This design comes from an exercise in tuning for small area on the open sky130 flow, not from production work. Function was checked by simulation only, so behaviour that the tests miss may differ from the original. No activity file was given, so power comes from the tool's default toggle rates.

==> flow/flow/run.sh <==
#!/bin/bash
set -euo pipefail
bash standard.sh \
  "PRE_GLOBAL_PLACE_SKIP_IO_TCL=$PWD/flow/place_array.tcl" \
  "CTS_ARGS=-sink_clustering_enable -repair_clock_nets -dont_use_dummy_load -buf_list {sky130_fd_sc_hd__clkbuf_4} -sink_clustering_size 10 -sink_clustering_max_diameter 30" \
  "BUFFER_PORTS_ARGS=-buffer_cell sky130_fd_sc_hd__buf_2" \
  finish > flow_make.log 2>&1
==> flow/flow/place_array.tcl <==
# Place the memory array as a regular grid before global placement.
# Each group of three words (one read gate per port and bit covers a group) gets
# a band of rows (PA_PATTERN): W rows hold, per bit, a word's flip-flop and its
# next-state gate; A and E rows hold the group's APB and extension read gates
# (R both, F nothing). Bits are columns PA_COLP sites apart. Cells placed here are
# FIRM; global placement fills in the rest around them. Then each word line
# driver (a gate driving one select line into 32 gates) is sized up once.

proc pa_env {name default} {
  if {[info exists ::env($name)] && $::env($name) ne ""} { return $::env($name) }
  return $default
}

set ::pa_colp    [pa_env PA_COLP 32]
set ::pa_pattern [pa_env PA_PATTERN "W A W E W"]
set ::pa_x0      [pa_env PA_X0 0]
set ::pa_gap     [pa_env PA_GAP 1]
set ::pa_roff    [pa_env PA_ROFF 8]

proc pa_put {inst r s} {
  global occ rows site_w row_x0 row_sites
  set w [expr {[[$inst getMaster] getWidth] / $site_w}]
  while 1 {
    set ok 1
    for {set i 0} {$i < $w} {incr i} {
      if {[dict exists $occ($r) [expr {$s + $i}]]} { set ok 0; break }
    }
    if {$ok} break
    incr s
  }
  if {$s + $w > $row_sites} { error "place_array: row $r overflows" }
  for {set i 0} {$i < $w} {incr i} { dict set occ($r) [expr {$s + $i}] 1 }
  set row [lindex $rows $r]
  $inst setOrient [$row getOrient]
  $inst setLocation [expr {$row_x0 + $s * $site_w}] [[$row getBBox] yMin]
  $inst setPlacementStatus FIRM
  return [expr {$s + $w}]
}

proc pa_flop {w b} {
  return [format {mem_q\[%d\]\[%d\]$_DFF_P_} $w $b]
}

proc pa_driver {net} {
  foreach it [$net getITerms] { if {[$it isOutputSignal]} { return [$it getInst] } }
  return ""
}

# Read gate of a port for a flop: a load of its Q net with a select input from that port
proc pa_reader {flop port} {
  set q [[$flop findITerm Q] getNet]
  foreach it [$q getITerms] {
    set inst [$it getInst]
    if {$inst eq $flop} continue
    foreach it2 [$inst getITerms] {
      set n [$it2 getNet]
      if {$n eq "NULL" || $n eq ""} continue
      if {[string match "${port}_dec*" [$n getName]]} { return $inst }
    }
  }
  return ""
}

proc pa_main {} {
  global occ rows site_w row_x0 row_sites pa_colp pa_pattern pa_x0 pa_gap pa_roff
set block [ord::get_db_block]
set rows [lsort -command {apply {{a b} {expr {[[$a getBBox] yMin] - [[$b getBBox] yMin]}}}} [$block getRows]]
set nrows [llength $rows]
set site_w [[[lindex $rows 0] getSite] getWidth]
set row_x0 [[[lindex $rows 0] getBBox] xMin]
set row_sites [expr {([[[lindex $rows 0] getBBox] xMax] - $row_x0) / $site_w}]

# occupancy per row: dict of occupied site indices

for {set r 0} {$r < $nrows} {incr r} { set occ($r) [dict create] }
set rowy {}
for {set r 0} {$r < $nrows} {incr r} { lappend rowy [[[lindex $rows $r] getBBox] yMin] }
foreach inst [$block getInsts] {
  if {[$inst getPlacementStatus] eq "NONE" || [$inst getPlacementStatus] eq "UNPLACED"} { continue }
  set bb [$inst getBBox]
  set r [lsearch -exact $rowy [$bb yMin]]
  if {$r < 0} { continue }
  set s0 [expr {([$bb xMin] - $row_x0) / $site_w}]
  set s1 [expr {([$bb xMax] - $row_x0 + $site_w - 1) / $site_w}]
  for {set s $s0} {$s < $s1} {incr s} { dict set occ($r) $s 1 }
}

set nw 128
set ngroups [expr {($nw + 2) / 3}]
set pat [split [string trim $pa_pattern]]
set band [llength $pat]
set need [expr {$ngroups * $band}]
if {$need > $nrows} { error "place_array: need $need rows, have $nrows" }
set r0 [expr {($nrows - $need) / 2}]
set width [expr {$pa_x0 + 32 * $pa_colp}]
if {$width > $row_sites} { error "place_array: need $width sites per row, have $row_sites" }
set xoff [expr {($row_sites - $width) / 2 + $pa_x0}]

set placed 0
for {set g 0} {$g < $ngroups} {incr g} {
  set wi 0
  for {set k 0} {$k < $band} {incr k} {
    set r [expr {$r0 + $g * $band + $k}]
    set kind [lindex $pat $k]
    if {$kind eq "W"} {
      set w [expr {3 * $g + $wi}]
      incr wi
      if {$w >= $nw} continue
      for {set b 0} {$b < 32} {incr b} {
        set flop [$block findInst [pa_flop $w $b]]
        if {$flop eq "NULL" || $flop eq ""} { error "place_array: no flop $w $b" }
        set cell [pa_driver [[$flop findITerm D] getNet]]
        set s [expr {$xoff + $b * $pa_colp}]
        set s [pa_put $flop $r $s]
        pa_put $cell $r [expr {$s + $pa_gap}]
        incr placed 2
      }
    } elseif {$kind eq "R" || $kind eq "A" || $kind eq "E"} {
      for {set b 0} {$b < 32} {incr b} {
        set flop [$block findInst [pa_flop [expr {3 * $g}] $b]]
        set s [expr {$xoff + $b * $pa_colp + $pa_roff}]
        if {$kind ne "E"} {
          set ra [pa_reader $flop apb]
          if {$ra eq ""} { error "place_array: no apb read gate for group $g bit $b" }
          set s [expr {[pa_put $ra $r $s] + $pa_gap}]
          incr placed
        }
        if {$kind ne "A"} {
          set re [pa_reader $flop ext]
          if {$re eq ""} { error "place_array: no ext read gate for group $g bit $b" }
          pa_put $re $r $s
          incr placed
        }
      }
    }
  }
}
puts "place_array: placed $placed cells in rows $r0..[expr {$r0 + $need - 1}] of $nrows, $width of $row_sites sites"
}
array set occ {}
pa_main

# Word line drivers: size each up once so it drives its 32 gates without a buffer tree
proc pa_size_drivers {} {
  set db [ord::get_db]
  set block [ord::get_db_block]
  array set up {
    sky130_fd_sc_hd__and2_0 sky130_fd_sc_hd__and2_2
    sky130_fd_sc_hd__and2_1 sky130_fd_sc_hd__and2_2
    sky130_fd_sc_hd__o22a_1 sky130_fd_sc_hd__o22a_2
  }
  set n 0
  foreach inst [$block getInsts] {
    set m [[$inst getMaster] getName]
    if {![info exists up($m)]} continue
    set out ""
    foreach it [$inst getITerms] { if {[$it isOutputSignal]} { set out [$it getNet] } }
    if {$out eq "" || $out eq "NULL"} continue
    if {[llength [$out getITerms]] < 17} continue
    $inst swapMaster [$db findMaster $up($m)]
    incr n
  }
  puts "place_array: sized up $n word line drivers"
}
pa_size_drivers
==> flow/standard.sh <==
#!/bin/bash
# synth_recipe.tcl (not shown) runs the flow's synth.tcl, then flattens the netlist and writes it again
# the make line also repeats each setting of config.mk as NAME=value (left out here)
make -C /OpenROAD-flow-scripts/flow DESIGN_CONFIG=/design/flow/config.mk WORK_HOME=/design/flow/orfs CLKGATE_MAP_FILE= SYNTH_SCRIPT=/design/flow/synth_recipe.tcl "${@:-finish}"
==> flow/config.mk <==
export PLATFORM = sky130hd
export DESIGN_NAME = apb_slave_mem
export DESIGN_NICKNAME = apb_slave_mem
export VERILOG_FILES = /design/flow/design.v
export SDC_FILE = /design/flow/constraint.sdc
export NUM_CORES = 8
export LEC_CHECK = 0
export CAP_MARGIN = 20
export CORE_MARGIN = 2
export CORE_UTILIZATION = 45
export GPL_ROUTABILITY_DRIVEN = 0
export PLACE_DENSITY = 0.6
export SLEW_MARGIN = 40
export SYNTH_HIERARCHICAL = 1
==> flow/constraint.sdc <==
create_clock -name core_clock -period 6.0 [get_ports {PCLK}]
set_input_delay 1.2000 -clock core_clock [delete_from_list [all_inputs] [get_ports {PCLK}]]
set_output_delay 1.2000 -clock core_clock [all_outputs]
set_load 0.01 [all_outputs]
==> flow/design.v <==
`default_nettype none
package apb_slave_pkg;
    localparam int ADDR_W     = 10;
    localparam int DATA_W     = 32;
    localparam int WORD_BYTES = DATA_W / 8;
    typedef logic [ADDR_W-1:0] addr_t;
    typedef logic [DATA_W-1:0] data_t;
    localparam int MEM_BYTES = 512;
    localparam int MEM_AW    = $clog2(MEM_BYTES);
    localparam addr_t FUNC_BASE = 10'h200;
    localparam logic [7:0] FUNC_ERR_OFS   = 8'd0;
    localparam logic [7:0] FUNC_WAIT_OFS  = 8'd4;
    localparam logic [7:0] FUNC_LADDR_OFS = 8'd44;
    localparam logic [7:0] FUNC_LDATA_OFS = 8'd48;
    localparam int WAIT_W = 8;
    typedef struct packed {
        logic [23:0] rsvd;
        logic [7:0]  count;
    } func_err_t;
    typedef struct packed {
        logic [23:0]       rsvd;
        logic [WAIT_W-1:0] cycles;
    } func_wait_t;
    typedef union packed {
        func_err_t  err_view;
        func_wait_t wait_view;
    } func_word_u;
endpackage
`default_nettype wire
`timescale 1ns/10ps
`default_nettype none
module apb_slave_mem (
    input  logic        PCLK,
    input  logic        PRESETN,
    input  logic        psel,
    input  logic        penable,
    input  logic        pwrite,
    input  logic [9:0]  paddr,
    input  logic [31:0] pwdata,
    output logic [31:0] prdata,
    output logic        pready,
    output logic        pslverr,
    input  logic        ext_en,
    input  logic        ext_wr,
    input  logic        ext_rd,
    input  logic [9:0]  ext_addr,
    input  logic [31:0] ext_wdata,
    output logic [31:0] ext_rdata
);
    localparam int NW = 128;
    logic       setup_ph, access_ph, issue, complete;
    logic       is_mem, is_func;
    logic [7:0] wait_q, wait_cnt_q;
    logic       err_armed_q;
    logic [7:0] err_cnt_q;
    logic       err_fire;
    assign setup_ph  = psel & ~penable;
    assign access_ph = psel & penable;
    assign is_mem    = ~paddr[9];
    assign is_func   = paddr[9] & ~paddr[8];
    assign issue = (setup_ph & (wait_q == 8'd0))
                 | (access_ph & ~pready & (wait_cnt_q == 8'd0));
    assign complete = access_ph & pready;
    always_ff @(posedge PCLK or negedge PRESETN)
    begin
        if (!PRESETN)
        begin
            wait_cnt_q <= '0;
            pready     <= 1'b0;
        end
        else
        begin
            pready <= issue;
            if (setup_ph)
                wait_cnt_q <= wait_q - 8'd1;
            else if (access_ph && (wait_cnt_q != 8'd0))
                wait_cnt_q <= wait_cnt_q - 8'd1;
        end
    end
    logic func_wr;
    assign func_wr  = complete & pwrite & is_func;
    assign err_fire = err_armed_q & (err_cnt_q <= 8'd1);
    always_ff @(posedge PCLK or negedge PRESETN)
    begin
        if (!PRESETN)
        begin
            err_armed_q <= 1'b0;
            err_cnt_q   <= '0;
            wait_q      <= '0;
            pslverr     <= 1'b0;
        end
        else
        begin
            pslverr <= issue & err_fire;
            if (func_wr && (paddr[7:2] == 6'd0))
            begin
                err_armed_q <= 1'b1;
                err_cnt_q   <= pwdata[7:0];
            end
            else if (issue && err_armed_q)
            begin
                if (err_cnt_q <= 8'd1)
                    err_armed_q <= 1'b0;
                else
                    err_cnt_q <= err_cnt_q - 8'd1;
            end
            if (func_wr && (paddr[7:2] == 6'd1))
                wait_q <= pwdata[7:0];
        end
    end
    logic        phase_q;
    logic        apb_we, ext_we, ext_re;
    logic [31:0] apb_wd, ext_wd;
    logic [NW-1:0] apb_dec, ext_dec, sel_e, sel_a, sel_h;
    logic [31:0] mem_q [NW];
    logic [31:0] apb_rd, ext_rd_raw;
    always_ff @(posedge PCLK)
        phase_q <= ~phase_q;
    assign apb_we = complete & pwrite & is_mem;
    assign ext_we = ext_en & ext_wr & ~ext_addr[9];
    assign ext_re = ext_en & ext_rd & ~ext_addr[9];
    assign apb_wd = pwdata    ^ {32{phase_q}};
    assign ext_wd = ext_wdata ^ {32{phase_q}};
    logic [15:0] p_hi, e_hi, aw_hi, ew_hi, awn_hi, ewn_hi;
    logic [7:0]  p_lo, e_lo, pn_lo, en_lo;
    logic        same_word, apb_we_eff;
    assign same_word  = (ext_addr[8:2] == paddr[8:2]);
    assign apb_we_eff = apb_we & ~(ext_we & same_word);
    always_comb
    begin
        for (int i = 0; i < 16; i++)
        begin
            p_hi[i]   = (paddr[8:5] == 4'(i));
            e_hi[i]   = (ext_addr[8:5] == 4'(i));
            aw_hi[i]  = apb_we_eff & p_hi[i];
            ew_hi[i]  = ext_we & e_hi[i];
            awn_hi[i] = ~aw_hi[i];
            ewn_hi[i] = ~ew_hi[i];
        end
        for (int j = 0; j < 8; j++)
        begin
            p_lo[j]  = (paddr[4:2] == 3'(j));
            e_lo[j]  = (ext_addr[4:2] == 3'(j));
            pn_lo[j] = ~p_lo[j];
            en_lo[j] = ~e_lo[j];
        end
    end
    genvar gd;
    generate
        for (gd = 0; gd < NW; gd++)
        begin : g_dec
            apb_sel_and u_rsa (.a (p_hi[gd / 8]),  .b (p_lo[gd % 8]), .y (apb_dec[gd]));
            apb_sel_and u_rse (.a (e_hi[gd / 8]),  .b (e_lo[gd % 8]), .y (ext_dec[gd]));
            apb_sel_and u_we  (.a (ew_hi[gd / 8]), .b (e_lo[gd % 8]), .y (sel_e[gd]));
            apb_sel_and u_wa  (.a (aw_hi[gd / 8]), .b (p_lo[gd % 8]), .y (sel_a[gd]));
            apb_sel_hold u_wh (.en_hi (ewn_hi[gd / 8]), .en_lo (en_lo[gd % 8]),
                               .an_hi (awn_hi[gd / 8]), .an_lo (pn_lo[gd % 8]),
                               .y (sel_h[gd]));
        end
    endgenerate
    genvar gw, gb, gg;
    generate
        for (gw = 0; gw < NW; gw++)
        begin : g_word
            for (gb = 0; gb < 32; gb++)
            begin : g_bit
                logic d;
                apb_mem_bit u_bit (
                    .e (sel_e[gw]), .x (ext_wd[gb]),
                    .a (sel_a[gw]), .y (apb_wd[gb]),
                    .h (sel_h[gw]), .q (mem_q[gw][gb]),
                    .d (d)
                );
                always_ff @(posedge PCLK)
                    mem_q[gw][gb] <= d;
            end
        end
    endgenerate
    localparam int NG = (NW + 2) / 3;
    logic [NG-1:0] apb_grp [32];
    logic [NG-1:0] ext_grp [32];
    generate
        for (gb = 0; gb < 32; gb++)
        begin : g_rbit
            for (gg = 0; gg < NG; gg++)
            begin : g_grp
                if (3 * gg + 2 < NW)
                begin : g_3
                    apb_rd_sel3 u_apb (
                        .s0 (apb_dec[3*gg]), .s1 (apb_dec[3*gg+1]), .s2 (apb_dec[3*gg+2]),
                        .q0 (mem_q[3*gg][gb]), .q1 (mem_q[3*gg+1][gb]), .q2 (mem_q[3*gg+2][gb]),
                        .y_n (apb_grp[gb][gg])
                    );
                    apb_rd_sel3 u_ext (
                        .s0 (ext_dec[3*gg]), .s1 (ext_dec[3*gg+1]), .s2 (ext_dec[3*gg+2]),
                        .q0 (mem_q[3*gg][gb]), .q1 (mem_q[3*gg+1][gb]), .q2 (mem_q[3*gg+2][gb]),
                        .y_n (ext_grp[gb][gg])
                    );
                end
                else
                begin : g_2
                    apb_rd_sel2 u_apb (
                        .s0 (apb_dec[3*gg]), .s1 (apb_dec[3*gg+1]),
                        .q0 (mem_q[3*gg][gb]), .q1 (mem_q[3*gg+1][gb]),
                        .y_n (apb_grp[gb][gg])
                    );
                    apb_rd_sel2 u_ext (
                        .s0 (ext_dec[3*gg]), .s1 (ext_dec[3*gg+1]),
                        .q0 (mem_q[3*gg][gb]), .q1 (mem_q[3*gg+1][gb]),
                        .y_n (ext_grp[gb][gg])
                    );
                end
            end
            apb_rd_tree u_apb_tree (.g_n (apb_grp[gb]), .y (apb_rd[gb]));
            apb_rd_tree u_ext_tree (.g_n (ext_grp[gb]), .y (ext_rd_raw[gb]));
        end
    endgenerate
    always_ff @(posedge PCLK or negedge PRESETN)
    begin
        if (!PRESETN)
            ext_rdata <= '0;
        else
            ext_rdata <= {32{ext_re}} & (ext_rd_raw ^ {32{phase_q}});
    end
    logic [6:0]  last_addr_q;
    logic [31:0] last_data_q;
    logic        rd_mem;
    logic        show_data_q, show_addr_q;
    assign rd_mem = issue & ~pwrite & is_mem;
    always_ff @(posedge PCLK)
    begin
        if (apb_we)
        begin
            last_addr_q <= paddr[8:2];
            last_data_q <= pwdata;
        end
        else if (rd_mem)
        begin
            last_addr_q <= paddr[8:2];
            last_data_q <= apb_rd ^ {32{phase_q}};
        end
    end
    always_ff @(posedge PCLK)
    begin
        if (issue)
        begin
            show_data_q <= ~pwrite & (is_mem | (is_func & (paddr[7:2] == 6'd12)));
            show_addr_q <= ~pwrite & is_func & (paddr[7:2] == 6'd11);
        end
    end
    assign prdata = {32{penable & show_data_q}} & last_data_q
                  | {32{penable & show_addr_q}} & {23'd0, last_addr_q, 2'b00};
endmodule
module apb_sel_and (
    input  logic a,
    input  logic b,
    output logic y
);
    assign y = a & b;
endmodule
module apb_sel_hold (
    input  logic en_hi,
    input  logic en_lo,
    input  logic an_hi,
    input  logic an_lo,
    output logic y
);
    assign y = (en_hi | en_lo) & (an_hi | an_lo);
endmodule
module apb_rd_tree (
    input  logic [42:0] g_n,
    output logic        y
);
    logic [10:0] t1;
    logic [2:0]  t2;
    genvar k;
    generate
        for (k = 0; k < 10; k++)
        begin : g_l1
            apb_rd_nand4 u_n (.a (g_n[4*k]), .b (g_n[4*k+1]), .c (g_n[4*k+2]), .d (g_n[4*k+3]), .y (t1[k]));
        end
    endgenerate
    apb_rd_nand3 u_n10 (.a (g_n[40]), .b (g_n[41]), .c (g_n[42]), .y (t1[10]));
    apb_rd_or4 u_o0 (.a (t1[0]), .b (t1[1]), .c (t1[2]), .d (t1[3]), .y (t2[0]));
    apb_rd_or4 u_o1 (.a (t1[4]), .b (t1[5]), .c (t1[6]), .d (t1[7]), .y (t2[1]));
    apb_rd_or3 u_o2 (.a (t1[8]), .b (t1[9]), .c (t1[10]), .y (t2[2]));
    apb_rd_or3 u_o3 (.a (t2[0]), .b (t2[1]), .c (t2[2]), .y (y));
endmodule
module apb_rd_nand4 (input logic a, b, c, d, output logic y);
    assign y = ~(a & b & c & d);
endmodule
module apb_rd_nand3 (input logic a, b, c, output logic y);
    assign y = ~(a & b & c);
endmodule
module apb_rd_or4 (input logic a, b, c, d, output logic y);
    assign y = a | b | c | d;
endmodule
module apb_rd_or3 (input logic a, b, c, output logic y);
    assign y = a | b | c;
endmodule
module apb_mem_bit (
    input  logic e,
    input  logic x,
    input  logic a,
    input  logic y,
    input  logic h,
    input  logic q,
    output logic d
);
    assign d = ~((e & x) | (a & y) | (h & q));
endmodule
module apb_rd_sel3 (
    input  logic s0, s1, s2,
    input  logic q0, q1, q2,
    output logic y_n
);
    assign y_n = ~((s0 & q0) | (s1 & q1) | (s2 & q2));
endmodule
module apb_rd_sel2 (
    input  logic s0, s1,
    input  logic q0, q1,
    output logic y_n
);
    assign y_n = ~((s0 & q0) | (s1 & q1));
endmodule
`default_nettype wire
==> flow_metrics.py, run 1 <==
metrics = {
    "final_layout": {
        "postLayoutCellArea_um2": 185900,
        "final_core_util_pct": 50.05,
        "syn_to_final_growth_pct": 10.93,
        "final_cell_count_no_fill": 19464,
        "drive_gt1_share_pct": 13.55,
        "nets": 14519,
    },
    "logic_synthesis": {
        "synth_seq_cells": 4197,
        "synth-main-ff-cell": "dfxtp_1",
        "synth_top_family_by_area": "compound AO/OA/AOI/OAI gates",
        "synth-seq-area-share_pct": 50.57,
        "synthAdderAreaFrac_pct": 0.02240,
        "async_flop_share_pct": 1.406,
        "yosys.area.top_type_share_pct": 48.95,
        "synth_compound_area_share_pct": 41.95,
        "syn_area_um2": 167500,
        "syn_area_per_cell_um2": 12.62,
        "syn_inst": 13278,
        "synth_cell_types": 48,
        "synthSimpleGateAreaFrac_pct": 6.395,
        "yosysWarnings": 11,
        "synth_area_leaders": "dfxtp_1 (49%), a222oi_1 (41%), nand4_1 (2.4%)",
        "synth.area.mux_share_pct": 0.09633,
        "syn_nets": 13373,
        "synthXorXnorAreaFrac_pct": 0.7527,
        "synth_edf_count": 41,
        "yosys.area.top_type": "dfxtp_1",
    },
    "critical_path": {
        "end_kind": "register",
        "worstSetupStartpointType": "primary input",
        "timing.rr.start": "pready",
        "crit_fanout": 32,
        "critPathRequiredTime_ns": 7.43,
        "setup.worst_path.class": "in -> reg",
        "arrival_ns": 6.59,
        "startpoint": "paddr[7]",
    },
    "routing": {
        "dr.pass1.iters": 20,
        "num_vias": 161144,
        "vias_per_cell": 8.279,
        "wire_per_inst_um": 35.79,
        "first_iter_violations": 65094,
        "drc": 0,
        "ant_nets": 0,
        "wl_mm": 696.5,
    },
    "placed_design": {
        "place_ws_ns": 0.3213,
        "port_buffers": 153,
        "placedInstanceArea_um2": 178700,
        "hpwl_mm": 587.1,
        "placed_cells": 18613,
    },
    "power_and_ir_drop": {
        "clkPwrFrac_pct": 30.5,
        "total_leakage_power_nw": 61.86,
        "power_density_nw_per_um2": 256.6,
        "p_int_w": 0.03567,
        "sw_frac_of_total_pct": 25.19,
        "switchingPower_w": 0.01201,
        "power_frac_comb_pct": 6.2,
        "peakVddDrop_v": 0.0001926,
        "pwr-share-seq_pct": 63.3,
    },
    "die": {
        "initial_core_util_pct": 45.12,
        "fp.dieW_um": 614.2,
        "die_h_um": 614.2,
        "ios": 158,
        "rows": 224,
        "core_area_um2": 371400,
        "die-area_um2": 377200,
    },
    "sta": {
        "post-route-min-period_ns": 5.155,
        "whs_ns": 0.08815,
        "rsz0062_at_grt": "no",
        "worst_slack_ns": 0.8452,
        "drv_slew": 0,
        "slew_headroom_pct": 34.58,
        "timing.final.hold_violations": 0,
        "max_freq_mhz": 194.0,
        "finalSetupViolCount": 0,
        "tightest_slew_ns": 0.9812,
        "clock_skew_ns": 0.1364,
        "finalCritPeriodShare_pct": 85.91,
    },
    "clock_tree": {
        "cts_buffers": 699,
        "htreeDepth": 6,
        "cts_tree": "built",
        "clkTransAtPathRegs_ns": 0.09,
        "cts-root-buf": "clkbuf_4",
        "cts_setup_buffers": 0,
        "clkLatencyLatePin_ns": 1.74,
        "cts_num_sinks": 4197,
        "clock_path_buffers": 4,
    },
    "global_route": {
        "grt_util_all_layers_pct": 33.99,
        "grt_pass1_wl_mm": 988.9,
        "antenna_found_initial": 56,
        "grt_max_degree": 129,
        "globalRouteOverflowTotal": 0,
        "grt_pass1_vias": 140918,
    },
    "worst_hold_path": {
        "hold_path.class": "in -> reg",
        "hold_start": "ext_wdata[19]",
    },
    "outcome": {
        "status": "timing/DRC/antenna clean",
    },
    "job": {
        "drv_cap": 0,
    },
}
[power by group through the flow]
| stage | Sequential [W] | Clock [W] | Combinational [W] |
|---|---|---|---|
| global placement | 0.0308 | 0 | 0.00274 |
| CTS | 0.0301 | 0.0144 | 0.00281 |
| global route | 0.0303 | 0.0156 | 0.00309 |
| floorplan | 0.0306 | 0 | 0.00191 |
| finish | 0.0302 | 0.0145 | 0.00294 |
| detailed placement | 0.0308 | 0 | 0.00277 |
[modules after synthesis (local to each module, per instance), excerpt]
module        cells inside  copies in the design
apb_rd_or4               1                   128
apb_rd_sel2              1                    64
apb_sel_and              1                   512
apb_rd_nand3             1                    64
apb_mem_bit              1                  4096
apb_rd_nand4             1                   640
apb_rd_or3               1                   128
apb_rd_sel3              1                  2688
apb_sel_hold             1                   128
[per-layer routing]
layer	vias to the layer above	wire length [um]	track usage [%]
li1	72543	-	-
met1	68489	288600	55.04
met2	18528	222700	38.99
met3	1546	152700	10.94
met4	38	32280	13.85
met5	-	265	0
[synthesized netlist by cell type (14+ instances only)]
cell and n:
or4_1 131, xnor2_1 78, and3_1 25, nor2_1 98, nand4_1 645, or3_1 135, nand3_1 79, xor2_1 66
a22oi_2 64, edfxtp_1 41, nand2_1 81, buf_1 14, o22a_1 128, nand2b_1 15, a222oi_1 6785, clkbuf_1 38
o21ai_0 40, and2_1 513, inv_1 44, dfrtp_1 59, dfxtp_1 4097
[final timing paths]
path / slack (ns) / cells after the start / end
min in group asynchronous: 0.56 / 3 / ext_rdata[29]
max in group asynchronous: 4.33 / 4 / ext_rdata[25]
worst min register to register: 0.49 / 1 / mem_q[15][0]
worst max register to register: 1.77 / 9 / mem_q[127][24]
worst max-delay path: 0.85 / 11 / last_data_q[6]
worst min-delay path: 0.09 / 3 / mem_q[127][19]
[through the flow]
stage	TNS (ns)	power [W]
after global placement	0	0.03354
after CTS	0	0.04738
after global routing	0	0.04899
final	0	0.04768
after detailed placement	0	0.03357
after floorplan	-236.72	0.03250
[state kept, by name, summed over array words and instances, names as in the netlist]
signal and flops:
last_addr_q 7, err_cnt_q 8, pready 1, show_addr_q 1
phase_q 1, ext_rdata 32, wait_cnt_q 8, last_data_q 32
show_data_q 1, pslverr 1, err_armed_q 1, wait_q 8
mem_q 4096
[cell type report]
class	instances	area (um2)
clock buffer	699	5248
fill	33121	185500
sequential	4197	84730
tap	4972	6221
multi-input combinational	8984	84790
inverter	45	168.9
antenna	70	175.2
timing repair buffer	497	4521
[critical path, cell delays in order]
cell           delay [ns]
dlygate4sd3_1        0.73
buf_2                0.40
nand2b_1             0.56
nor2_1               0.38
and2_2               0.59
a222oi_1             0.52
nand4_1              0.35
or4_1                0.91
or3_1                0.47
xnor2_1              0.30
o21ai_0              0.15
[cell families after synthesis]
| family | Yosys count |
|---|---|
| compound gates | 7052 |
| xor+xnor | 144 |
| fa+ha+maj | 3 |
| buf+inv | 97 |
| flops | 4197 |
| mux | 15 |
| simple gates | 1770 |
[cell usage in the layout, fill, tap and decap left out, types with 78 or more instances in the layout]
cell type and count:
xnor2_1 78, nand4_1 645, nor2_1 94, clkbuf_4 699
and2_4 108, and2_2 404, buf_2 152, o22a_2 112
nand2_1 81, nand3_1 79, or4_1 131, dfxtp_1 4096
buf_4 196, a222oi_1 6785, or3_1 135
[what timing repair did]
item / CTS / global route
hold buffers: 46 / 0
resized for setup: 0 / 0
hold endpoints to repair: 93 / 0
endpoints found under the setup margin: 0 / 0
==> run 2, diff against run 1 <==
--- a/flow/flow/run.sh
+++ b/flow/flow/run.sh
@@ -4,2 +4,3 @@
   "PRE_GLOBAL_PLACE_SKIP_IO_TCL=$PWD/flow/place_array.tcl" \
+  "POST_GLOBAL_PLACE_TCL=$PWD/flow/post_gp.tcl" \
   "CTS_ARGS=-sink_clustering_enable -repair_clock_nets -dont_use_dummy_load -buf_list {sky130_fd_sc_hd__clkbuf_4} -sink_clustering_size 10 -sink_clustering_max_diameter 30" \
==> flow/flow/post_gp.tcl (new file) <==
# After global placement: rebuild each write data bus (one bit of all 128 words,
# a column of the array) as a small XOR and one strong buffer at the column's
# centre, in place of an upsized XOR and a buffer tree.
proc pgp_is_buf {inst} {
  return [string match "sky130_fd_sc_hd__buf_*" [[$inst getMaster] getName]]
}
proc pgp_out {inst} {
  foreach it [$inst getITerms] { if {[$it isOutputSignal]} { return [$it getNet] } }
  return "NULL"
}
proc pgp_drv {net} {
  foreach it [$net getITerms] { if {[$it isOutputSignal]} { return [$it getInst] } }
  return ""
}
proc pgp_fix_buses {} {
  set db [ord::get_db]
  set block [ord::get_db_block]
  set xmasters [list sky130_fd_sc_hd__xor2_1 sky130_fd_sc_hd__xnor2_1]
  set seen {}
  set n 0
  foreach net [$block getNets] {
    set name [$net getName]
    if {![string match {apb_wd*} $name] && ![string match {ext_wd*} $name]} continue
    set d [pgp_drv $net]
    while {$d ne "" && [pgp_is_buf $d]} { set d [pgp_drv [[lindex [$d getITerms] 0] getNet]]
      foreach it [$d getITerms] {}
    }
    if {$d eq "" || [lsearch -exact $seen [$d getName]] >= 0} continue
    set m [[$d getMaster] getName]
    if {![string match "*xor2_*" $m] && ![string match "*xnor2_*" $m]} continue
    lappend seen [$d getName]
    # collect the buffer tree below the XOR
    set bufs {}
    set front [list [pgp_out $d]]
    while {[llength $front]} {
      set nx {}
      foreach fn $front {
        foreach it [$fn getITerms] {
          if {[$it isOutputSignal]} continue
          set li [$it getInst]
          if {[pgp_is_buf $li]} { lappend bufs [$li getName]; lappend nx [pgp_out $li] }
        }
      }
      set front $nx
    }
    # one at a time: remove_buffers given several instances at once removes every buffer
    foreach bn $bufs {
      set obj [get_cells -quiet $bn]
      if {[llength $obj] == 1} { remove_buffers $obj }
    }
    set onet [pgp_out $d]
    set sx 0; set sy 0; set k 0
    foreach it [$onet getITerms] {
      if {[$it isOutputSignal]} continue
      set bb [[$it getInst] getBBox]
      incr sx [expr {([$bb xMin] + [$bb xMax]) / 2}]; incr sy [expr {([$bb yMin] + [$bb yMax]) / 2}]; incr k
    }
    if {$k < 32} continue
    set dobj [get_cells -quiet [$d getName]]
    if {[llength $dobj] != 1} continue
    if {[string match "*xnor2_*" $m]} { replace_cell $dobj sky130_fd_sc_hd__xnor2_1 } else { replace_cell $dobj sky130_fd_sc_hd__xor2_1 }
    set bname "wdbuf_$n"
    insert_buffer -buffer_cell sky130_fd_sc_hd__buf_8 -net [get_nets [$onet getName]] \
      -location [list [expr {$sx / $k / 1000.0}] [expr {$sy / $k / 1000.0}]] -buffer_name $bname
    set_dont_touch [get_cells $bname]
    set_dont_touch $dobj
    incr n
  }
  puts "post_gp: rebuilt $n write data buses"
}
pgp_fix_buses
==> run 2 against run 1 <==
  * Utilization is 0.27 points lower
  * Combinational power about the same
  * Hold slack improved by 0.092 ns
  * First-iteration DRC count decreased by 1.3%
  * Wire length increased by 1.5%
  * Non-clock buffer count grew 8
==> flow_metrics.py, run 2 <==
metrics = {
    "routing": {
        "dr.pass1.iters": 20,
        "ant_nets": 0,
        "first_iter_violations": 64273,
        "num_vias": 161134,
        "wire_per_inst_um": 36.28,
        "drc": 0,
        "wl_mm": 706.7,
        "vias_per_cell": 8.272,
    },
    "global_route": {
        "grt_pass1_wl_mm": 999.1,
        "grt_max_degree": 129,
        "grt_util_all_layers_pct": 34.47,
        "antenna_found_initial": 49,
        "grt_pass1_vias": 138977,
        "globalRouteOverflowTotal": 0,
    },
    "final_layout": {
        "largest_reg_flops": 4096,
        "syn_to_final_growth_pct": 10.34,
        "layout_commonest_cell": "a222oi_1",
        "final_core_util_pct": 49.78,
        "mostFrequentLayoutCells": "a222oi_1 (6,785), dfxtp_1 (4,096), clkbuf_4 (712)",
        "nets": 14540,
        "drive_gt1_share_pct": 13.24,
        "reg_top3": "mem_q: 4096 flops, ext_rdata: 32 flops, last_data_q: 32 flops",
        "fillers": 33308,
        "top_register": "mem_q",
    },
    "placed_design": {
        "hpwl_mm": 594.8,
        "port_buffers": 153,
    },
    "sta": {
        "tightest_slew_ns": 1.144,
        "timing.final.hold_violations": 0,
        "clock_skew_ns": 0.1692,
        "post-route-min-period_ns": 4.977,
        "finalSetupViolCount": 0,
        "whs_ns": 0.1804,
        "rsz0062_at_grt": "no",
        "slew_headroom_pct": 23.56,
        "max_freq_mhz": 200.9,
        "drv_slew": 0,
        "finalCritPeriodShare_pct": 82.95,
    },
    "logic_synthesis": {
        "syn_nets": 13373,
        "synth_area_leaders": "dfxtp_1 (49%), a222oi_1 (41%), nand4_1 (2.4%)",
        "yosys.area.top_type": "dfxtp_1",
        "synth-main-ff-cell": "dfxtp_1",
        "yosysWarnings": 11,
        "synth_edf_count": 41,
        "yosys.area.top_type_share_pct": 48.95,
        "synth_most_common_cell": "a222oi_1",
        "synth_cell_types": 48,
        "syn_area_um2": 167500,
        "async_flop_share_pct": 1.406,
        "synth_common_cells": "a222oi_1 (6,785), dfxtp_1 (4,097), nand4_1 (645)",
        "syn_area_per_cell_um2": 12.62,
        "synth-seq-area-share_pct": 50.57,
        "syn_inst": 13278,
        "synth_seq_cells": 4197,
    },
    "power_and_ir_drop": {
        "peakVddDrop_v": 0.0001937,
        "total_leakage_power_nw": 61.83,
        "power_density_nw_per_um2": 258.8,
    },
    "clock_tree": {
        "htreeDepth": 6,
        "cts_buffers": 712,
        "cts_setup_buffers": 0,
        "clock_path_buffers": 4,
        "cts_tree": "built",
        "cts_num_sinks": 4197,
        "post_cts_resized": 0,
        "clkTransAtPathRegs_ns": 0.11,
        "cts-root-buf": "clkbuf_4",
        "clkLatencyLatePin_ns": 1.77,
        "cts_hold_buf": 46,
    },
    "outcome": {
        "status": "timing/DRC/antenna clean",
    },
    "die": {
        "initial_core_util_pct": 45.12,
        "ios": 158,
        "core_area_um2": 371400,
        "die_h_um": 614.2,
        "rows": 224,
        "die-area_um2": 377200,
        "fp.dieW_um": 614.2,
    },
    "critical_path": {
        "crit_fanout": 32,
        "cpPeakStageDelay_ns": 0.80,
        "worstSetupStartpointType": "primary input",
        "path_cells": "dlygate4sd3_1 > buf_2 > nand2b_1 > nor2_1 > and2_2 > a222oi_1 > nand4_1 > or4_1 > or3_1 > xnor2_1 > o21ai_0",
        "arrival_ns": 6.36,
        "end_kind": "register",
        "setup.worst_path.class": "in -> reg",
        "critPathRequiredTime_ns": 7.39,
        "crit_slowest_cell": "or4_1",
    },
    "worst_hold_path": {
        "hold_path.class": "in -> reg",
    },
    "job": {
        "drv_cap": 0,
    },
}
run 2: final timing paths:
path	end	slack, ns	cells past startpoint	startpoint
hold reg to reg	mem_q[15][0]	0.49	1	mem_q[15][0]
max in group asynchronous	ext_rdata[24]	4.26	4	PRESETN
setup / recovery	last_data_q[17]	1.02	11	paddr[7]
hold / removal	ext_rdata[3]	0.18	4	ext_rd
min in group asynchronous	ext_rdata[28]	0.61	3	PRESETN
setup reg to reg	mem_q[121][23]	1.78	9	pready
run 2: cells by family (layout without fill, tap and decap cells):
| kind of cell | after synthesis | in the layout | synth area share, % |
|---|---|---|---|
| buffers and inverters | 97 | 1262 | 0.2173 |
| flip-flops | 4197 | 4197 | 50.57 |
| other | 0 | 65 | 0 |
| AO/OA/AOI/OAI | 7052 | 7052 | 41.95 |
| AND/OR/NAND/NOR | 1770 | 1770 | 6.395 |
| adder cells (fa/ha/maj) | 3 | 3 | 0.02241 |
| multiplexers | 15 | 15 | 0.09634 |
| XOR/XNOR | 144 | 144 | 0.7527 |
run 2: per-layer routing:
layer  track usage, %  wire length, um  vias to the layer above
met4            14.17            32480                       24
li1                 -                -                    72546
met5                0              130                        -
met3            10.95           156100                     1505
met1            55.23           288000                    68448
met2            40.25           230000                    18611
run 2: power by group:
part | switching, W | internal, W | total, W
Clock | 0.00929 | 0.00539 | 0.0147
Sequential | 0.000982 | 0.0292 | 0.0302
Combinational | 0.00182 | 0.00114 | 0.00296
Total | 0.0121 | 0.0358 | 0.0479
run 2: area by class of cell:
cell class                 count  area (um2)  share of cell area [%]
multi-input combinational   8984       83600                   45.22
sequential                  4197       84730                   45.83
antenna                       65       162.7                 0.08798
tap                         4972        6221                   3.365
inverter                      45       168.9                 0.09137
timing repair buffer         505        4644                   2.512
clock buffer                 712        5345                   2.891
run 2: per-module statistics from Yosys, one instance, submodules excluded, a selection:
module	cells	area, um2	flip-flops and latches	copies in the design
apb_rd_sel3	1	10.01	0	2688
apb_rd_nand3	1	5.005	0	64
apb_sel_and	1	6.256	0	512
apb_rd_or3	1	6.256	0	128
apb_rd_or4	1	7.507	0	128
apb_rd_nand4	1	6.256	0	640
apb_mem_bit	1	10.01	0	4096
apb_rd_sel2	1	12.51	0	64
apb_slave_mem	4830	88430	4197	1
apb_sel_hold	1	8.758	0	128
run 2: per-stage QoR:
step	total power (W)	TNS [ns]	std cells	setup WS (ns)	area [um2]
6_report	0.04785	0	19480	1.023	184900
5_1_grt	0.04918	0	19453	1.137	184800
4_1_cts	0.04756	0	19389	1.294	183700
3_5_place_dp	0.03360	0	18631	0.3201	177900
3_3_place_gp	0.03354	0	18611	0.3383	178400
2_1_floorplan	0.03250	-236.72	13278	-0.09774	167800
run 2: worst max-delay path: cells and delay by family:
family,cells,cell delay [ns]
simple gates,6,2.90
xor+xnor,1,0.47
buf+inv,2,1.11
compound gates,2,0.64
==> run 3, diff against run 2 <==
==> flow/flow/run.sh (replaced) <==
#!/bin/bash
set -euo pipefail
bash standard.sh \
  "PRE_GLOBAL_PLACE_SKIP_IO_TCL=$PWD/flow/place_array.tcl" \
  "POST_GLOBAL_PLACE_TCL=$PWD/flow/post_gp.tcl" \
  "CTS_ARGS=-sink_clustering_enable -repair_clock_nets -dont_use_dummy_load -buf_list {sky130_fd_sc_hd__clkbuf_4} -sink_clustering_size 10 -sink_clustering_max_diameter 35" \
  "BUFFER_PORTS_ARGS=-buffer_cell sky130_fd_sc_hd__buf_2" \
  finish > flow_make.log 2>&1
--- a/flow/flow/place_array.tcl
+++ b/flow/flow/place_array.tcl
@@ -13,3 +13,3 @@
 
-set ::pa_colp    [pa_env PA_COLP 32]
+set ::pa_colp    [pa_env PA_COLP 28]
 set ::pa_pattern [pa_env PA_PATTERN "W A W E W"]
@@ -152,2 +152,8 @@
   set n 0
+  # the two-word read gates need no more than the smallest size
+  foreach inst [$block getInsts] {
+    if {[[$inst getMaster] getName] eq "sky130_fd_sc_hd__a22oi_2"} {
+      $inst swapMaster [$db findMaster sky130_fd_sc_hd__a22oi_1]
+    }
+  }
   foreach inst [$block getInsts] {
--- a/flow/config.mk
+++ b/flow/config.mk
@@ -12,3 +12,3 @@
 export PLACE_DENSITY = 0.6
-export SLEW_MARGIN = 40
+export SLEW_MARGIN = 30
 export SYNTH_HIERARCHICAL = 1
==> run 3 against run 2 <==
  * Still clean
  * Sequential share of layout area rose by 0.99 points
  * Sequential power about the same
  * Clock skew rose by 0.0057 ns
  * Synthesized cell count unchanged
  * Critical endpoint is now last_data_q[15]
  * Largest cell class unchanged
==> flow_metrics.py, run 3 <==
metrics = {
    "sta": {
        "tightest_slew_ns": 1.168,
        "drv_slew": 0,
        "clock_skew_ns": 0.1749,
        "finalSetupViolCount": 0,
        "rsz0062_at_grt": "no",
        "slew_headroom_pct": 22.02,
        "max_freq_mhz": 208.4,
        "post-route-min-period_ns": 4.799,
        "timing.final.hold_violations": 0,
        "finalCritPeriodShare_pct": 79.98,
    },
    "power_and_ir_drop": {
        "power_density_nw_per_um2": 257.9,
        "total_leakage_power_nw": 59.93,
        "peakVddDrop_v": 0.0001883,
        "power.total_w": 0.04667,
    },
    "logic_synthesis": {
        "synth_seq_cells": 4197,
        "syn_inst": 13278,
        "synth_common_cells": "a222oi_1 (6,785), dfxtp_1 (4,097), nand4_1 (645)",
        "synth_area_leaders": "dfxtp_1 (49%), a222oi_1 (41%), nand4_1 (2.4%)",
        "synth_most_common_cell": "a222oi_1",
        "yosysWarnings": 11,
        "synth_cell_types": 48,
        "synth_edf_count": 41,
        "syn_nets": 13373,
        "yosys.area.top_type_share_pct": 48.95,
        "syn_area_um2": 167500,
        "syn_area_per_cell_um2": 12.62,
        "synth-seq-area-share_pct": 50.57,
        "async_flop_share_pct": 1.406,
        "yosys.area.top_type": "dfxtp_1",
        "synth-main-ff-cell": "dfxtp_1",
    },
    "die": {
        "ios": 158,
        "die_h_um": 614.2,
        "die-area_um2": 377200,
        "fp.dieW_um": 614.2,
        "initial_core_util_pct": 45.12,
        "rows": 224,
        "core_area_um2": 371400,
    },
    "clock_tree": {
        "cts_tree": "built",
        "cts_num_sinks": 4197,
        "clkTransAtPathRegs_ns": 0.10,
        "cts_buffers": 559,
        "clkLatencyLatePin_ns": 1.50,
        "htreeDepth": 6,
        "clock_path_buffers": 4,
        "post_cts_resized": 0,
        "cts-root-buf": "clkbuf_4",
    },
    "critical_path": {
        "cpPeakStageDelay_ns": 0.74,
        "path_cells": "buf_2 > nand2b_1 > nor2_1 > and2_2 > a222oi_1 > nand4_1 > or4_1 > or3_1 > xnor2_1 > o21ai_0",
        "r2r_slack_ns": 1.68,
        "setup.worst_path.class": "in -> reg",
        "critPathRequiredTime_ns": 7.09,
        "path_delay_family": "simple AND/OR/NAND/NOR gates",
        "end_kind": "register",
        "arrival_ns": 5.89,
        "crit_slowest_cell": "or4_1",
        "worstSetupStartpointType": "primary input",
        "cp_num_buf_inv": 1,
        "crit_fanout": 32,
    },
    "placed_design": {
        "hpwl_mm": 612.9,
        "placed_cells": 18491,
        "placedInstanceArea_um2": 176500,
        "port_buffers": 153,
    },
    "routing": {
        "dr_wl_met2_mm": 228.3,
        "ant_nets": 0,
        "vias_per_cell": 8.771,
        "drc": 0,
        "wl_mm": 730.9,
        "first_iter_violations": 72921,
        "wire_per_inst_um": 38.22,
        "wl_met1_mm": 290.2,
        "dr.pass1.iters": 22,
        "met3WireLength_mm": 174.4,
        "num_vias": 167744,
        "highest_layer": "met5",
    },
    "job": {
        "drv_cap": 0,
    },
    "worst_hold_path": {
        "hold_path.class": "in -> reg",
    },
    "final_layout": {
        "mostFrequentLayoutCells": "a222oi_1 (6,785), dfxtp_1 (4,096), nand4_1 (645)",
        "reg_top3": "mem_q: 4096 flops, ext_rdata: 32 flops, last_data_q: 32 flops",
        "syn_to_final_growth_pct": 8.014,
        "top_register": "mem_q",
        "final_cell_count_no_fill": 19124,
        "nets": 14178,
        "largest_reg_flops": 4096,
        "postLayoutCellArea_um2": 181000,
        "layout_commonest_cell": "a222oi_1",
        "drive_gt1_share_pct": 10.87,
        "final_core_util_pct": 48.73,
    },
    "global_route": {
        "grt_max_degree": 129,
        "antenna_found_initial": 62,
        "globalRouteOverflowTotal": 0,
        "grt_util_all_layers_pct": 35.39,
        "grt_pass1_vias": 142755,
        "grt_pass1_wl_mm": 1023,
    },
    "outcome": {
        "status": "timing/DRC/antenna clean",
    },
}
-- run 3: modules after synthesis (local to each module, per instance), a selection --
module         cells inside  flip-flops and latches
apb_rd_sel2               1                       0
apb_rd_nand3              1                       0
apb_sel_and               1                       0
apb_mem_bit               1                       0
apb_sel_hold              1                       0
apb_rd_or4                1                       0
apb_slave_mem          4830                    4197
-- run 3: final timing paths --
kind	to	cells after the start	startpoint
hold / removal	err_cnt_q[0]	3	pwdata[0]
max in group asynchronous	ext_rdata[2]	3	PRESETN
setup / recovery	last_data_q[15]	10	paddr[6]
hold reg to reg	mem_q[48][0]	1	mem_q[48][0]
min in group asynchronous	err_cnt_q[3]	2	PRESETN
setup reg to reg	mem_q[20][4]	9	pready
-- run 3: tightest hold or removal path, stage by stage --
cell and delay, ns:
buf_2 0.15, nand2_1 0.07, o21ai_1 0.05
-- run 3: where the power goes --
group	switching (W)	internal [W]	total [W]
Sequential	0.00121	0.0292	0.0304
Combinational	0.00181	0.00111	0.00292
Clock	0.00904	0.00428	0.0133
-- run 3: routing by layer --
layer / vias to the layer above / track usage (%)
li1: 71906 / -
met1: 71252 / 54.19
met2: 22636 / 40.20
met3: 1916 / 16.43
met4: 34 / 14.89
met5: - / 0.3157
-- run 3: area by class of cell --
cell class,count,area (um2)
Fill cell,31904,190400
Tap cell,4972,6221
Sequential cell,4197,84730
Clock buffer,559,4197
Timing Repair Buffer,296,2455
Multi-Input combinational cell,8984,83030
Antenna cell,71,177.7
Inverter,45,168.9
-- run 3: metrics by stage --
step	TNS, ns	hold slack, ns	setup WS, ns
finish	0	0.04902	1.201
global route	0	0.02752	1.388
CTS	0	0.008381	1.648
detailed placement	0	0.4848	0.2555
global placement	0	0.4848	0.6933
floorplan	-236.72	0.4558	-0.09774
-- run 3: cell families after synthesis --
logic type	count (synthesis)	synth area share [%]
mux	15	0.09634
simple gates	1770	6.395
xor+xnor	144	0.7527
fa+ha+maj	3	0.02241
flops	4197	50.57
compound gates	7052	41.95
buf+inv	97	0.2173
-- run 3: timing repair --
action,4_1_cts,5_1_grt
setup endpoints to repair,0,0
buffers inserted,0,0
hold buffers,3,0
endpoints found under the hold margin,25,0

port drivers added, routing unchanged:
The results above use ideal ports. As a check the final layouts listed here were re-extracted and re-timed, cells and wires unchanged.
Step 1: set_driving_cell puts a clkbuf_16 on PCLK and a buf_2 on each other input, an assumption about the parent block.
Step 2 also shifts input and output timing later by t, the mid clock arrival at the registers, as if the neighbouring blocks saw the same clock.
a / b / c = no drivers / after step 1 / after step 2; a / b = the first two.
run	t (ns)	slack for setup (ns)	worst setup path after step 2	clock arrival spread, ns	worst register clock-pin slew, ns
run 1	1.749	0.845 / 0.787 / -0.962	input to register	0.165 / 0.164	0.10 / 0.10
run 2	1.754	1.023 / 0.973 / -0.780	input to register	0.221 / 0.221	0.11 / 0.11
run 3	1.498	1.201 / 1.040 / -0.445	input to register	0.187 / 0.187	0.11 / 0.11
Met with ideal ports but missed after step 2: setup timing in every run listed. The setup slack of run 1, which loses most, moves by -0.058 ns with the drivers and by -1.807 ns with both steps.
